From an optimization exercise on the open Yosys and OpenROAD flow, aimed at a short achievable clock period and few clock cycles; shortcuts taken in it are not production practice.
Function was checked by simulation only, so behaviour that the tests miss may differ from the original.
No activity file was given, so power comes from the tool's default toggle rates.

==> inputs of run a <==
// retro_top
module retro_top #(
  parameter int          addr_width = 16,
  parameter logic [31:0] start_addr = 32'h0000_0000
) (
  input  logic                  clk,
  input  logic                  rst_n,
  input  logic                  hold,        
  input  logic [7:0]            data_in,
  output logic [addr_width-1:0] address,
  output logic [7:0]            data_out,
  output logic                  wren
);
clock: 8.0 ns
lec_check: 0
abc_clock_period_in_ps: 4000
cap_margin: 20
core_margin: 2
core_utilization: 30
place_density: 0.5
setup_slack_margin: 4.0
slew_margin: 20
run.sh (not shown) runs the stock make flow with config.mk's settings and CLKGATE_MAP_FILE= SYNTH_SCRIPT=/design/flow/synth_recipe.tcl, a recipe that flattens the netlist after the stock synthesis.
==> run b: changes against run a <==
--- a/flow/design.v
+++ b/flow/design.v
@@ -44,15 +44,16 @@
   logic [CN-1:0] ex_toh;                
   logic [CN-1:0] jt_oh;                 
   logic          ir_v;                  
   logic [31:0]   ir;
   logic [31:0]   ir_pc;
   logic [31:0]   ir_oh1, ir_oh2;        
-  logic [15:0]   ir_ils;                
   logic          rd_m1;                 
   logic [15:0]   base_r;                
+  logic          base_v;                
+  logic [4:0]    base_idx;
   logic          ex_v;                  
   logic [31:0]   ex_a;                  
   logic [31:0]   ex_b;                  
   logic [31:0]   ex_opb;                
   logic          ex_cin;
   logic [4:0]    ex_sh;                 
@@ -76,13 +77,13 @@
   logic          ex_lk;                 
   logic          dl_hit;                
   logic          dl_miss;               
   logic [63:0]   dl_oh;                 
   logic [7:0]    dl_t0;
   logic [1:0]    dl_sh;
-  logic [31:0]   dl_val;
+  logic [63:0]   dl_win;                
   logic          d_act;                 
   logic [15:0]   baddr;                 
   logic          wr_q;                  
   logic [15:0]   d_addr;
   logic [1:0]    d_cnt;
   logic [31:0]   sdata;
@@ -172,14 +173,18 @@
   assign imm_b = {{20{ir[31]}}, ir[7], ir[30:25], ir[11:8], 1'b0};
   assign imm_j = {{12{ir[31]}}, ir[19:12], ir[20], ir[30:21], 1'b0};
   logic [15:0] ea;
   logic        d_mem;
   logic        base_go;
   assign d_mem   = d_ld || d_st;
+  logic [15:0] ir_ils;                  
+  assign ir_ils  = {{4{ir[31]}}, ir[31:25], d_st ? ir[11:7] : ir[24:20]};
   assign ea      = base_r + ir_ils;
-  assign base_go = ir_v && d_mem && !rd_m1 && !dep;
+  logic        m_ready;
+  assign m_ready = rd_m1 || (base_v && rs1 == base_idx);
+  assign base_go = ir_v && d_mem && !m_ready && !dep;
   logic [31:0] jal_t, br_t;
   assign jal_t = 32'(add32(ir_pc, imm_j, 1'b0));
   assign br_t  = 32'(add32(ir_pc, imm_b, 1'b0));
   assign wr_any = d_lui || d_auipc || d_jal || d_jalr || d_alu;
   assign use1   = !(d_lui || d_auipc || d_jal);
   assign use2   = d_alur || d_br || d_st;
@@ -195,13 +200,13 @@
   assign rs1v = (wb_v && wb_rd == rs1) ? wb_val : rf1;
   assign rs2v = (wb_v && wb_rd == rs2) ? wb_val : rf2;
   assign inv = d_br || (d_alu && (f3 == 3'b010 || f3 == 3'b011)) ||
                (d_alur && f3 == 3'b000 && ir[30]);
   assign opb = ((d_alur || d_br) ? rs2v : imm) ^ {32{inv}};
   assign dep = ex_v && (ex_we || ex_lw) &&
-               ((use1 && !(d_mem && rd_m1) && rs1 == ex_rd) || (use2 && rs2 == ex_rd));
+               ((use1 && !(d_mem && m_ready) && rs1 == ex_rd) || (use2 && rs2 == ex_rd));
   logic [32:0] sum;
   logic        lt, ltu, eq;
   logic [4:0]  shamt;
   logic [31:0] alu;
   logic        cond;
   logic [31:0] tgt;
@@ -280,13 +285,13 @@
   assign t0     = dl_t0;
   assign v0     = dval0;
   assign v1     = dval1;
   assign dwin   = {ddat1, ddat0};
   assign dneed  = {4'd0, (last == 2'd0) ? 4'b0001 : (last == 2'd1) ? 4'b0011 : 4'b1111} << dl_sh;
   assign dc_hit = (({v1, v0} & dneed) == dneed);
-  assign dword  = 32'(dwin >> {dl_sh, 3'b000});
+  assign dword  = 32'(dl_win >> {dl_sh, 3'b000});
   always_comb begin
     case (ex_f3[1:0])
       2'd0:    dc_ld = {{24{!ex_f3[2] && dword[7]}}, dword[7:0]};
       2'd1:    dc_ld = {{16{!ex_f3[2] && dword[15]}}, dword[15:0]};
       default: dc_ld = dword;
     endcase
@@ -299,13 +304,13 @@
     endcase
   end
   logic rd_adv;       
   logic jal_go;       
   logic ir_free;
   logic ex_load;      
-  assign ex_load = ir_v && ex_free && !dep && !(d_mem && !rd_m1);
+  assign ex_load = ir_v && ex_free && !dep && !(d_mem && !m_ready);
   assign rd_adv  = ex_load && !taken;
   assign jal_go  = ex_load && d_jal;    
   assign ir_free = !ir_v || ex_load;
   assign address  = baddr;
   logic [15:0] fba_n, d_addr_n;
   logic        d_act_n;
@@ -366,12 +371,13 @@
       ir_v  <= 1'b0;
       rb    <= 1'b0;
       rb_rs <= 1'b0;
       ex_v  <= 1'b0;
       cw_v  <= 1'b0;
       rd_m1 <= 1'b0;
+      base_v <= 1'b0;
       ex_jr1 <= 1'b0;
       d_act <= 1'b0;
       baddr <= start_addr[15:0];
       wr_q  <= 1'b0;
       ex_lk <= 1'b0;
       dl_hit <= 1'b0;
@@ -420,12 +426,16 @@
         end
       end
       if (ir_free || taken)
         rd_m1 <= 1'b0;
       else if (base_go)
         rd_m1 <= 1'b1;
+      if (base_go)
+        base_v <= 1'b1;
+      else if (rd_adv && (wr_any || d_ld) && rd == base_idx)
+        base_v <= 1'b0;
       if (ex_free) ex_v <= rd_adv;
       ex_jr1 <= ex_free && rd_adv && d_jalr;
       wb_v <= (ex_v && ex_we && ex_free) || ld_we;
       dl_hit  <= 1'b0;
       dl_miss <= 1'b0;
       if (ex_free) begin
@@ -455,24 +465,25 @@
       if (ir_free) begin
         ir     <= f_word;
         ir_pc  <= pc;
         ir_poh <= poh;
         ir_oh1 <= 32'd1 << f_word[19:15];
         ir_oh2 <= 32'd1 << f_word[24:20];
-        ir_ils <= {{4{f_word[31]}}, f_word[31:25],
-                   (f_word[6:0] == 7'b0100011) ? f_word[11:7] : f_word[24:20]};
       end
       wb_rd  <= ex_rd;
-      wb_val <= ex_ld ? (dl_hit ? dl_val : ld_val) : alu;
-      dl_val <= dc_ld;
+      wb_val <= ex_ld ? (dl_hit ? dc_ld : ld_val) : alu;
+      dl_win <= dwin;
       jt     <= sum[31:1];
       cw_oh   <= CN'(1) << fa[CI+1:2];
       cw_word <= {data_in, fbuf};
       cw_tag  <= {fa[15:CI+2], fa[1]};
       cw_pc   <= fa;
-      if (base_go) base_r <= rs1v[15:0];
+      if (base_go) begin
+        base_r   <= rs1v[15:0];
+        base_idx <= rs1;
+      end
       jt_oh  <= CN'(1) << sum[CI+1:2];
       if (ex_load) begin
         ex_a    <= rs1v;
         ex_b    <= rs2v;
         ex_opb  <= opb;
         ex_sh   <= d_alur ? rs2v[4:0] : ir[24:20];
- CORE_UTILIZATION: 30 -> 35
- PLACE_DENSITY: 0.5 -> 0.55
==> flow_summary.json <==
{
  "timing.final.crit_share_pct": 51.86,
  "slowest_stage": "dfrtp_4",
  "buffers_excl_clock": 1547,
  "gp_congestion": 0.9993,
  "cp_cell_sequence": "buf_4 > a221oi_2 > nand4_1 > nor4_4 > nand2_1 > o21ai_2 > buf_4 > nor2_1 > a21oi_4 > clkinvlp_4 > buf_4 > mux2_2",
  "outcome": "finished clean",
  "yosysTopAreaCellShare_pct": 55.73,
  "global_route.usage.met2_pct": 42.76,
  "synth.area.top_cells": "edfxtp_1 (56%), dfrtp_1 (11%), a221oi_1 (4.1%), a22o_1 (3.9%), mux2_2 (3.7%)",
  "regArea_um2": 220300,
  "pwr-share-comb_pct": 24.6,
  "placed_cells": 36840,
  "ir_drop_v": 0.0002767,
  "grt_pass1_vias": 231500,
  "rr_worst_depth": 12,
  "drtIter0Drc": 48290,
  "period_minus_slack_ns": 4.149
}
The numbers above come from run a.

==> flow_summary.json <==
{
  "outcome": "finished clean",
  "gp_congestion": 1.051,
  "synth.area.top_cells": "edfxtp_1 (56%), dfrtp_1 (11%), a221oi_1 (4.6%), a22o_1 (4.5%), mux2_2 (3.7%)",
  "slowest_stage": "nand3_1",
  "global_route.usage.met2_pct": 48.99,
  "cp_cell_sequence": "buf_12 > xor2_1 > nor4_4 > nand3_1 > o221ai_1 > nor4_1 > and4_1 > a31oi_1 > nand4_1 > buf_6 > o31ai_1",
  "buffers_excl_clock": 1288,
  "ir_drop_v": 0.0002811,
  "pwr-share-comb_pct": 22.1
}
The numbers above come from run b.

Testbench counts of run a, summed over its fixed seeds: cycles 40,583.
Testbench counts of run b, summed over its fixed seeds: cycles 39,890.

port drivers added, routing unchanged:
How much do the figures lean on ideal ports? The routed layouts below were timed once more, with nothing changed but the port constraints. Step 1: set_driving_cell puts a clkbuf_16 on clk and a buf_2 on each other input, an assumption about the parent block. Step 2 times the ports against the registers' clock, not the clock port: input delays grow and output delays shrink by t, the midpoint of the rising clock arrivals with the driver on. Three values: ideal, step 1, step 2; two values: the first two.
run | shift t [ns] | setup WS [ns] | worst hold slack (ns) | slew at the worst register clock pin (ns)
run a | 1.276 | 3.851 / 3.851 / 3.408 | 0.406 / 0.384 / 0.426 | 0.08 / 0.08
run b | 1.276 | 3.826 / 3.826 / 3.329 | 0.448 / 0.448 / 0.448 | 0.07 / 0.07
After both steps every run listed still meets setup and hold. For run b, which loses most, drivers alone change the setup slack by 0.000 ns; drivers and shift together by -0.497 ns.
